This is an optimization exercise on Yosys and OpenROAD, whose aim is small area, a short achievable clock period and few clock cycles per item, not a production implementation. Where RTL was checked, it was by simulation tests only, not by an equivalence proof against the original.

==> module muldiv_ctrl, before the edit <==
module muldiv_ctrl (
  input  logic            clk,
  input  logic            resetn,
  input  logic            op_valid,
  input  logic [1:0]      mult,
  input  logic [1:0]      div,
  input  logic [1:0]      mfhl,
  input  logic [1:0]      mthl,
  input  logic [XLEN-1:0] src_a,
  input  logic [XLEN-1:0] src_b,
  input  logic            flush,
  output logic            stall,
  output logic            busy,
  output logic [XLEN-1:0] hi,
  output logic [XLEN-1:0] lo,
  output logic [XLEN-1:0] mf_data
);
  logic [2:0]  state;
  logic [4:0]  cnt;       
  logic [32:0] R;         
  logic [31:0] Q;         
  logic [33:0] X;         
  logic        dsub;      
  logic        rneg;      
  logic        qneg;      
  logic        msgn;      
  logic [1:0]  mlen;      
  logic any_op, accept;
  assign any_op  = |{mult, div, mfhl, mthl};
  assign busy    = (state != S_IDLE);
  assign stall   = op_valid & any_op & busy & ~flush;
  assign accept  = op_valid & ~busy & ~flush;
  assign mf_data = mfhl[1] ? hi : lo;
  function automatic [1:0] blen;
    input [31:0] x;
    input        sg;
    begin
      if (sg && x[31])
        blen = (&x[31:7])  ? 2'd0 :
               (&x[31:15]) ? 2'd1 :
               (&x[31:23]) ? 2'd2 : 2'd3;
      else
        blen = (~|x[31:8])  ? 2'd0 :
               (~|x[31:16]) ? 2'd1 :
               (~|x[31:24]) ? 2'd2 : 2'd3;
    end
  endfunction
  function automatic [5:0] bitlen;
    input [31:0] x;
    integer i;
    begin
      bitlen = 6'd0;
      for (i = 0; i < 32; i = i + 1)
        if (x[i]) bitlen = 6'(i + 1);
    end
  endfunction
  logic        msg, dsg, sa, sb;
  logic [1:0]  la, lb;
  logic        swap;
  logic [31:0] m_op, x_op;
  logic [31:0] a_mag, b_mag;    
  logic [31:0] a_smear;
  logic        div_zero_q;
  logic [5:0]  na, nb;
  logic [5:0]  shd;
  assign msg = mult[0];
  assign dsg = div[0];
  assign la  = blen(src_a, msg);
  assign lb  = blen(src_b, msg);
  assign swap = (la < lb);
  assign m_op = swap ? src_a : src_b;
  assign x_op = swap ? src_b : src_a;
  assign sa = dsg & src_a[31];
  assign sb = dsg & src_b[31];
  assign a_mag = sa ? {~src_a[30:0], 1'b1} : src_a;
  assign b_mag = sb ? (~src_b | 32'd1) : src_b;
  always_comb begin
    a_smear = a_mag;
    a_smear = a_smear | (a_smear >> 1);
    a_smear = a_smear | (a_smear >> 2);
    a_smear = a_smear | (a_smear >> 4);
    a_smear = a_smear | (a_smear >> 8);
    a_smear = a_smear | (a_smear >> 16);
  end
  assign div_zero_q = |(b_mag & ~a_smear);
  assign na  = bitlen(a_mag);
  assign nb  = bitlen(b_mag);
  assign shd = na - nb;
  logic        m_last, neg3, in_div, cin;
  logic [3:0]  nib;
  logic [36:0] xe, r0, r1, r2, r3, msum;
  logic [32:0] m_rn;
  logic [31:0] m_qn;
  logic [64:0] m_p;
  logic [31:0] m_hi, m_lo;
  assign m_last = (cnt == 5'd0);
  assign in_div = (state == S_DIV);
  assign neg3   = msgn & m_last & ~in_div;
  assign nib    = in_div ? 4'b0001 : Q[3:0];
  assign cin    = in_div ? dsub : (Q[3] & neg3);
  assign xe     = {{3{X[33]}}, X};
  assign r0     = nib[0] ? xe : 37'd0;
  assign r1     = nib[1] ? {xe[35:0], 1'b0} : 37'd0;
  assign r2     = nib[2] ? {xe[34:0], 2'b0} : 37'd0;
  assign r3     = nib[3] ? ({xe[33:0], 3'b0} ^ {37{neg3}}) : 37'd0;
  assign msum   = {{4{R[32]}}, R} + r0 + r1 + r2 + r3 + {36'd0, cin};
  assign m_rn   = msum[36:4];
  assign m_qn   = {msum[3:0], Q[31:4]};
  assign m_p    = {m_rn, m_qn};
  always_comb begin
    case (mlen)
      2'd3:    {m_hi, m_lo} = m_p[63:0];
      2'd2:    {m_hi, m_lo} = {{7{m_p[64]}},  m_p[64:8]};
      2'd1:    {m_hi, m_lo} = {{15{m_p[64]}}, m_p[64:16]};
      default: {m_hi, m_lo} = {{23{m_p[64]}}, m_p[64:24]};
    endcase
  end
  logic [32:0] d_rn;
  logic        d_q;
  logic [31:0] d_qn;
  logic [33:0] x_norm;
  div_step u_div_step (
    .r    (R),
    .x    (X),
    .cin  (dsub),
    .sum  (msum),
    .rneg (rneg),
    .r_out(d_rn),
    .q    (d_q)
  );
  assign d_qn   = {Q[30:0], d_q};
  assign x_norm = (X << cnt) ^ {34{dsub}};
  always_ff @(posedge clk or negedge resetn) begin
    if (!resetn) begin
      state <= S_IDLE;
      hi    <= '0;
      lo    <= '0;
    end else begin
      if (flush) begin
        state <= S_IDLE;
      end else begin
        case (state)
          S_IDLE: if (accept) begin
            if (mthl[1]) hi <= src_a;
            if (mthl[0]) lo <= src_a;
            if (|mult) state <= S_MUL;
            if ((|div) && (src_b != 32'd0)) begin
              if (div_zero_q) begin
                hi <= src_a;
                lo <= 32'd0;
              end else begin
                state <= S_DNORM;
              end
            end
          end
          S_MUL: if (m_last) begin
            hi    <= m_hi;
            lo    <= m_lo;
            state <= S_IDLE;
          end
          S_DNORM: state <= S_DIV;
          S_DIV: if (m_last) begin
            if (qneg) begin
              state <= S_DFIX;
            end else begin
              hi    <= d_rn[31:0];
              lo    <= d_qn;
              state <= S_IDLE;
            end
          end
          S_DFIX: begin
            hi    <= R[31:0];
            lo    <= -Q;
            state <= S_IDLE;
          end
          default: state <= S_IDLE;
        endcase
      end
    end
  end
  always_ff @(posedge clk) begin
    if (state == S_IDLE) begin
      if (|mult) begin
        R    <= 33'd0;
        Q    <= m_op;
        X    <= {{2{msg & x_op[31]}}, x_op};
        msgn <= msg & m_op[31];
        mlen <= swap ? la : lb;
        cnt  <= {(swap ? la : lb), 1'b1};
      end else begin
        R    <= {sa, src_a};
        Q    <= 32'd0;
        X    <= {{2{sb}}, src_b};
        dsub <= (sa == sb);
        rneg <= sa;
        qneg <= sa ^ sb;
        cnt  <= shd[4:0];
      end
    end else if (state == S_MUL) begin
      cnt <= cnt - 5'd1;
      R   <= m_rn;
      Q   <= m_qn;
    end else if (state == S_DNORM) begin
      X   <= x_norm;
    end else if (state == S_DIV) begin
      cnt <= cnt - 5'd1;
      R   <= d_rn;
      Q   <= d_qn;
      X   <= {X[33], X[33:1]};
    end
  end
endmodule
Settings: LEC_CHECK=0, ABC_AREA=1, CAP_MARGIN=20, CORE_MARGIN=2, CORE_UTILIZATION=40, SETUP_SLACK_MARGIN=4, SLEW_MARGIN=20; clock period 10.0 ns.
standard.sh (not shown) runs the stock make flow with config.mk's settings and CLKGATE_MAP_FILE= SYNTH_SCRIPT=/design/flow/synth_recipe.tcl, a recipe that flattens the netlist after the stock synthesis.
==> flow/flow/run.sh <==
#!/bin/bash
# Layout: the standard flow (standard.sh), with two resizer settings changed:
# MATCH_CELL_FOOTPRINT=0 lets sizing pick any drive strength of a cell, and the
# port buffers are plain buffers (buf_2) instead of delay cells.  Every port
# still gets its buffer.  The full make output goes to standard_flow.log.
set -euo pipefail
bash standard.sh MATCH_CELL_FOOTPRINT=0 "BUFFER_PORTS_ARGS=-buffer_cell sky130_fd_sc_hd__buf_2" finish > standard_flow.log 2>&1
The starting point finished with timing, DRC and antenna clean.
Testbench counts at the start, summed over its fixed seeds: cycles 13,461, items 4,800.
Change:
--- a/flow/design.v
+++ b/flow/design.v
@@ -173,10 +173,5 @@
             if (|mult) state <= S_MUL;
             if ((|div) && (src_b != 32'd0)) begin
-              if (div_zero_q) begin
-                hi <= src_a;
-                lo <= 32'd0;
-              end else begin
-                state <= S_DNORM;
-              end
+              state <= div_zero_q ? S_DFIX : S_DNORM;
             end
           end
@@ -188,15 +183,9 @@
           S_DNORM: state <= S_DIV;
           S_DIV: if (m_last) begin
-            if (qneg) begin
-              state <= S_DFIX;
-            end else begin
-              hi    <= d_rn[31:0];
-              lo    <= d_qn;
-              state <= S_IDLE;
-            end
+            state <= S_DFIX;
           end
           S_DFIX: begin
             hi    <= R[31:0];
-            lo    <= -Q;
+            lo    <= qneg ? -Q : Q;
             state <= S_IDLE;
           end
Effect:
- worst setup slack degrades by 0.20 ns
- via count came out lower by 10%
- hold slack improved by 0.018 ns
- global-route usage falls by 1.3 points
- register-to-register slack loses 0.07 ns
- fmax goes down by 3.3%
- non-clock buffer count shrinks by 24
- area after synthesis is lower by 6.7%
- wire length shrinks by 10%
Function not checked in the second run of this note: the RTL went through the layout flow alone.

* * *

Setup of run M:
The RTL this note starts from:
==> flow/design.v <==
package muldiv_pkg;
  localparam int unsigned XLEN = 32;
  localparam logic [2:0] S_IDLE  = 3'd0;   
  localparam logic [2:0] S_MUL   = 3'd1;   
  localparam logic [2:0] S_DNORM = 3'd2;   
  localparam logic [2:0] S_DIV   = 3'd3;   
  localparam logic [2:0] S_DFIX  = 3'd4;   
endpackage
module div_step (
  input  logic [32:0] r,
  input  logic [33:0] x,
  input  logic        cin,
  input  logic [36:0] sum,
  input  logic        rneg,
  output logic [32:0] r_out,
  output logic        q
);
  logic [33:0] ra, t, g;
  logic        zero;
  assign ra   = {r[32], r};
  assign t    = ra ^ x;
  assign g    = {ra[32:0] | x[32:0], cin};
  assign zero = (t == g);
  assign q     = rneg ? (sum[36] | zero) : ~sum[36];
  assign r_out = q ? sum[32:0] : r;
endmodule
import muldiv_pkg::*;
module muldiv_ctrl (
  input  logic            clk,
  input  logic            resetn,
  input  logic            op_valid,
  input  logic [1:0]      mult,
  input  logic [1:0]      div,
  input  logic [1:0]      mfhl,
  input  logic [1:0]      mthl,
  input  logic [XLEN-1:0] src_a,
  input  logic [XLEN-1:0] src_b,
  input  logic            flush,
  output logic            stall,
  output logic            busy,
  output logic [XLEN-1:0] hi,
  output logic [XLEN-1:0] lo,
  output logic [XLEN-1:0] mf_data
);
  logic [2:0]  state;
  logic [4:0]  cnt;       
  logic [32:0] R;         
  logic [31:0] Q;         
  logic [33:0] X;         
  logic        dsub;      
  logic        rneg;      
  logic        qneg;      
  logic        msgn;      
  logic [1:0]  mlen;      
  logic any_op, accept;
  assign any_op  = |{mult, div, mfhl, mthl};
  assign busy    = (state != S_IDLE);
  assign stall   = op_valid & any_op & busy & ~flush;
  assign accept  = op_valid & ~busy & ~flush;
  assign mf_data = mfhl[1] ? hi : lo;
  function automatic [1:0] blen;
    input [31:0] x;
    input        sg;
    begin
      if (sg && x[31])
        blen = (&x[31:7])  ? 2'd0 :
               (&x[31:15]) ? 2'd1 :
               (&x[31:23]) ? 2'd2 : 2'd3;
      else
        blen = (~|x[31:8])  ? 2'd0 :
               (~|x[31:16]) ? 2'd1 :
               (~|x[31:24]) ? 2'd2 : 2'd3;
    end
  endfunction
  function automatic [5:0] bitlen;
    input [31:0] x;
    integer i;
    begin
      bitlen = 6'd0;
      for (i = 0; i < 32; i = i + 1)
        if (x[i]) bitlen = 6'(i + 1);
    end
  endfunction
  logic        msg, dsg, sa, sb;
  logic [1:0]  la, lb;
  logic        swap;
  logic [31:0] m_op, x_op;
  logic [31:0] a_mag, b_mag;    
  logic [31:0] a_smear;
  logic        div_zero_q;
  logic [5:0]  na, nb;
  logic [5:0]  shd;
  assign msg = mult[0];
  assign dsg = div[0];
  assign la  = blen(src_a, msg);
  assign lb  = blen(src_b, msg);
  assign swap = (la < lb);
  assign m_op = swap ? src_a : src_b;
  assign x_op = swap ? src_b : src_a;
  assign sa = dsg & src_a[31];
  assign sb = dsg & src_b[31];
  assign a_mag = sa ? {~src_a[30:0], 1'b1} : src_a;
  assign b_mag = sb ? (~src_b | 32'd1) : src_b;
  always_comb begin
    a_smear = a_mag;
    a_smear = a_smear | (a_smear >> 1);
    a_smear = a_smear | (a_smear >> 2);
    a_smear = a_smear | (a_smear >> 4);
    a_smear = a_smear | (a_smear >> 8);
    a_smear = a_smear | (a_smear >> 16);
  end
  assign div_zero_q = |(b_mag & ~a_smear);
  assign na  = bitlen(a_mag);
  assign nb  = bitlen(b_mag);
  assign shd = na - nb;
  logic        m_last, neg3, in_div, cin;
  logic [3:0]  nib;
  logic [36:0] xe, r0, r1, r2, r3, msum;
  logic [32:0] m_rn;
  logic [31:0] m_qn;
  logic [64:0] m_p;
  logic [31:0] m_hi, m_lo;
  assign m_last = (cnt == 5'd0);
  assign in_div = (state == S_DIV);
  assign neg3   = msgn & m_last & ~in_div;
  assign nib    = in_div ? 4'b0001 : Q[3:0];
  assign cin    = in_div ? dsub : (Q[3] & neg3);
  assign xe     = {{3{X[33]}}, X};
  assign r0     = nib[0] ? xe : 37'd0;
  assign r1     = nib[1] ? {xe[35:0], 1'b0} : 37'd0;
  assign r2     = nib[2] ? {xe[34:0], 2'b0} : 37'd0;
  assign r3     = nib[3] ? ({xe[33:0], 3'b0} ^ {37{neg3}}) : 37'd0;
  assign msum   = {{4{R[32]}}, R} + r0 + r1 + r2 + r3 + {36'd0, cin};
  assign m_rn   = msum[36:4];
  assign m_qn   = {msum[3:0], Q[31:4]};
  assign m_p    = {m_rn, m_qn};
  always_comb begin
    case (mlen)
      2'd3:    {m_hi, m_lo} = m_p[63:0];
      2'd2:    {m_hi, m_lo} = {{7{m_p[64]}},  m_p[64:8]};
      2'd1:    {m_hi, m_lo} = {{15{m_p[64]}}, m_p[64:16]};
      default: {m_hi, m_lo} = {{23{m_p[64]}}, m_p[64:24]};
    endcase
  end
  logic [32:0] d_rn;
  logic        d_q;
  logic [31:0] d_qn;
  logic [33:0] x_norm;
  div_step u_div_step (
    .r    (R),
    .x    (X),
    .cin  (dsub),
    .sum  (msum),
    .rneg (rneg),
    .r_out(d_rn),
    .q    (d_q)
  );
  assign d_qn   = {Q[30:0], d_q};
  assign x_norm = (X << cnt) ^ {34{dsub}};
  always_ff @(posedge clk or negedge resetn) begin
    if (!resetn) begin
      state <= S_IDLE;
      hi    <= '0;
      lo    <= '0;
    end else begin
      if (flush) begin
        state <= S_IDLE;
      end else begin
        case (state)
          S_IDLE: if (accept) begin
            if (mthl[1]) hi <= src_a;
            if (mthl[0]) lo <= src_a;
            if (|mult) state <= S_MUL;
            if ((|div) && (src_b != 32'd0)) begin
              if (div_zero_q) begin
                hi <= src_a;
                lo <= 32'd0;
              end else begin
                state <= S_DNORM;
              end
            end
          end
          S_MUL: if (m_last) begin
            hi    <= m_hi;
            lo    <= m_lo;
            state <= S_IDLE;
          end
          S_DNORM: state <= S_DIV;
          S_DIV: if (m_last) begin
            state <= S_DFIX;
          end
          S_DFIX: begin
            hi    <= R[31:0];
            lo    <= qneg ? -Q : Q;
            state <= S_IDLE;
          end
          default: state <= S_IDLE;
        endcase
      end
    end
  end
  always_ff @(posedge clk) begin
    if (state == S_IDLE) begin
      if (|mult) begin
        R    <= 33'd0;
        Q    <= m_op;
        X    <= {{2{msg & x_op[31]}}, x_op};
        msgn <= msg & m_op[31];
        mlen <= swap ? la : lb;
        cnt  <= {(swap ? la : lb), 1'b1};
      end else begin
        R    <= {sa, src_a};
        Q    <= 32'd0;
        X    <= {{2{sb}}, src_b};
        dsub <= (sa == sb);
        rneg <= sa;
        qneg <= sa ^ sb;
        cnt  <= shd[4:0];
      end
    end else if (state == S_MUL) begin
      cnt <= cnt - 5'd1;
      R   <= m_rn;
      Q   <= m_qn;
    end else if (state == S_DNORM) begin
      X   <= x_norm;
    end else if (state == S_DIV) begin
      cnt <= cnt - 5'd1;
      R   <= d_rn;
      Q   <= d_qn;
      X   <= {X[33], X[33:1]};
    end
  end
endmodule
Settings: LEC_CHECK=0, ABC_AREA=1, CAP_MARGIN=20, CORE_MARGIN=2, CORE_UTILIZATION=40, SETUP_SLACK_MARGIN=4, SLEW_MARGIN=20; clock period 10.0 ns.
Scripts as last shown in full above: flow/flow/run.sh
Testbench counts of run M, summed over its fixed seeds: cycles 13,744, items 4,800.
Setup changes, run M to run F
--- a/flow/design.v
+++ b/flow/design.v
@@ -42,9 +42,9 @@
   output logic [XLEN-1:0] lo,
   output logic [XLEN-1:0] mf_data
 );
   logic [2:0]  state;
-  logic [4:0]  cnt;       
+  logic [4:0]  cnt, lim;
   logic [32:0] R;         
   logic [31:0] Q;         
   logic [33:0] X;         
   logic        dsub;      
@@ -119,9 +119,9 @@
   logic [32:0] m_rn;
   logic [31:0] m_qn;
   logic [64:0] m_p;
   logic [31:0] m_hi, m_lo;
-  assign m_last = (cnt == 5'd0);
+  assign m_last = (cnt == lim);
   assign in_div = (state == S_DIV);
   assign neg3   = msgn & m_last & ~in_div;
   assign nib    = in_div ? 4'b0001 : Q[3:0];
   assign cin    = in_div ? dsub : (Q[3] & neg3);
@@ -155,9 +155,9 @@
     .r_out(d_rn),
     .q    (d_q)
   );
   assign d_qn   = {Q[30:0], d_q};
-  assign x_norm = (X << cnt) ^ {34{dsub}};
+  assign x_norm = (X << lim) ^ {34{dsub}};
   always_ff @(posedge clk or negedge resetn) begin
     if (!resetn) begin
       state <= S_IDLE;
       hi    <= '0;
@@ -185,14 +185,20 @@
             lo    <= m_lo;
             state <= S_IDLE;
           end
           S_DNORM: state <= S_DIV;
-          S_DIV: if (m_last) begin
-            state <= S_DFIX;
+          S_DIV: if (cnt == lim) begin
+            if (qneg) begin
+              state <= S_DFIX;
+            end else begin
+              hi    <= d_rn[31:0];
+              lo    <= d_qn;
+              state <= S_IDLE;
+            end
           end
           S_DFIX: begin
             hi    <= R[31:0];
-            lo    <= qneg ? -Q : Q;
+            lo    <= -Q;
             state <= S_IDLE;
           end
           default: state <= S_IDLE;
         endcase
@@ -200,32 +206,33 @@
     end
   end
   always_ff @(posedge clk) begin
     if (state == S_IDLE) begin
+      cnt <= 5'd0;
       if (|mult) begin
         R    <= 33'd0;
         Q    <= m_op;
         X    <= {{2{msg & x_op[31]}}, x_op};
         msgn <= msg & m_op[31];
         mlen <= swap ? la : lb;
-        cnt  <= {(swap ? la : lb), 1'b1};
+        lim  <= {(swap ? la : lb), 1'b1};
       end else begin
         R    <= {sa, src_a};
         Q    <= 32'd0;
         X    <= {{2{sb}}, src_b};
         dsub <= (sa == sb);
         rneg <= sa;
         qneg <= sa ^ sb;
-        cnt  <= shd[4:0];
+        lim  <= shd[4:0];
       end
     end else if (state == S_MUL) begin
-      cnt <= cnt - 5'd1;
+      cnt <= cnt + 5'd1;
       R   <= m_rn;
       Q   <= m_qn;
     end else if (state == S_DNORM) begin
       X   <= x_norm;
     end else if (state == S_DIV) begin
-      cnt <= cnt - 5'd1;
+      cnt <= cnt + 5'd1;
       R   <= d_rn;
       Q   <= d_qn;
       X   <= {X[33], X[33:1]};
     end
### Flow results
Of run M and run F, the run reporting the lower fmax was run F. Comparing run M and run F, global-route track usage on met1 is higher on run F. Worst relative slew slack on run F is behind run M. Higher flip-flop and latch count among run M and run F: run F. Cell type of the slowest stage on the worst timing path: sky130_fd_sc_hd__fa_1 -> run F, sky130_fd_sc_hd__xor2_1 -> run M. Sort run M and run F by synthesized area, descending, and run F comes first.
Testbench counts of run F, summed over its fixed seeds: cycles 13,461, items 4,800.

what the ideal ports hide:
The results above use ideal ports. As a check the final layouts listed here were re-extracted and re-timed, cells and wires unchanged. Step 1, drivers: a clkbuf_16 drives clk and a buf_2 each remaining input, both assumed. Step 2, shift: input delay + t, output delay - t, t = (earliest + latest rising clock arrival at the registers) / 2. This alone moves slack from input paths to output paths. a / b / c = no drivers / after step 1 / after step 2; a / b = the first two.
run	t (ns)	setup WS [ns]	worst setup path at the end	worst slew at a driven data input, ns
the first run of note 1	0.573	4.148 / 4.148 / 3.722	input to register	0.07
the second run of note 1	0.554	3.949 / 3.984 / 3.430	input to register	0.04
run M	0.556	4.227 / 4.227 / 3.904	input to register	0.04
run F	0.568	4.103 / 4.103 / 3.607	input to register	0.07
After both steps setup and hold are still met in every run listed. For the second run of note 1, which loses most, drivers alone change the setup slack by +0.035 ns; drivers and shift together by -0.519 ns.
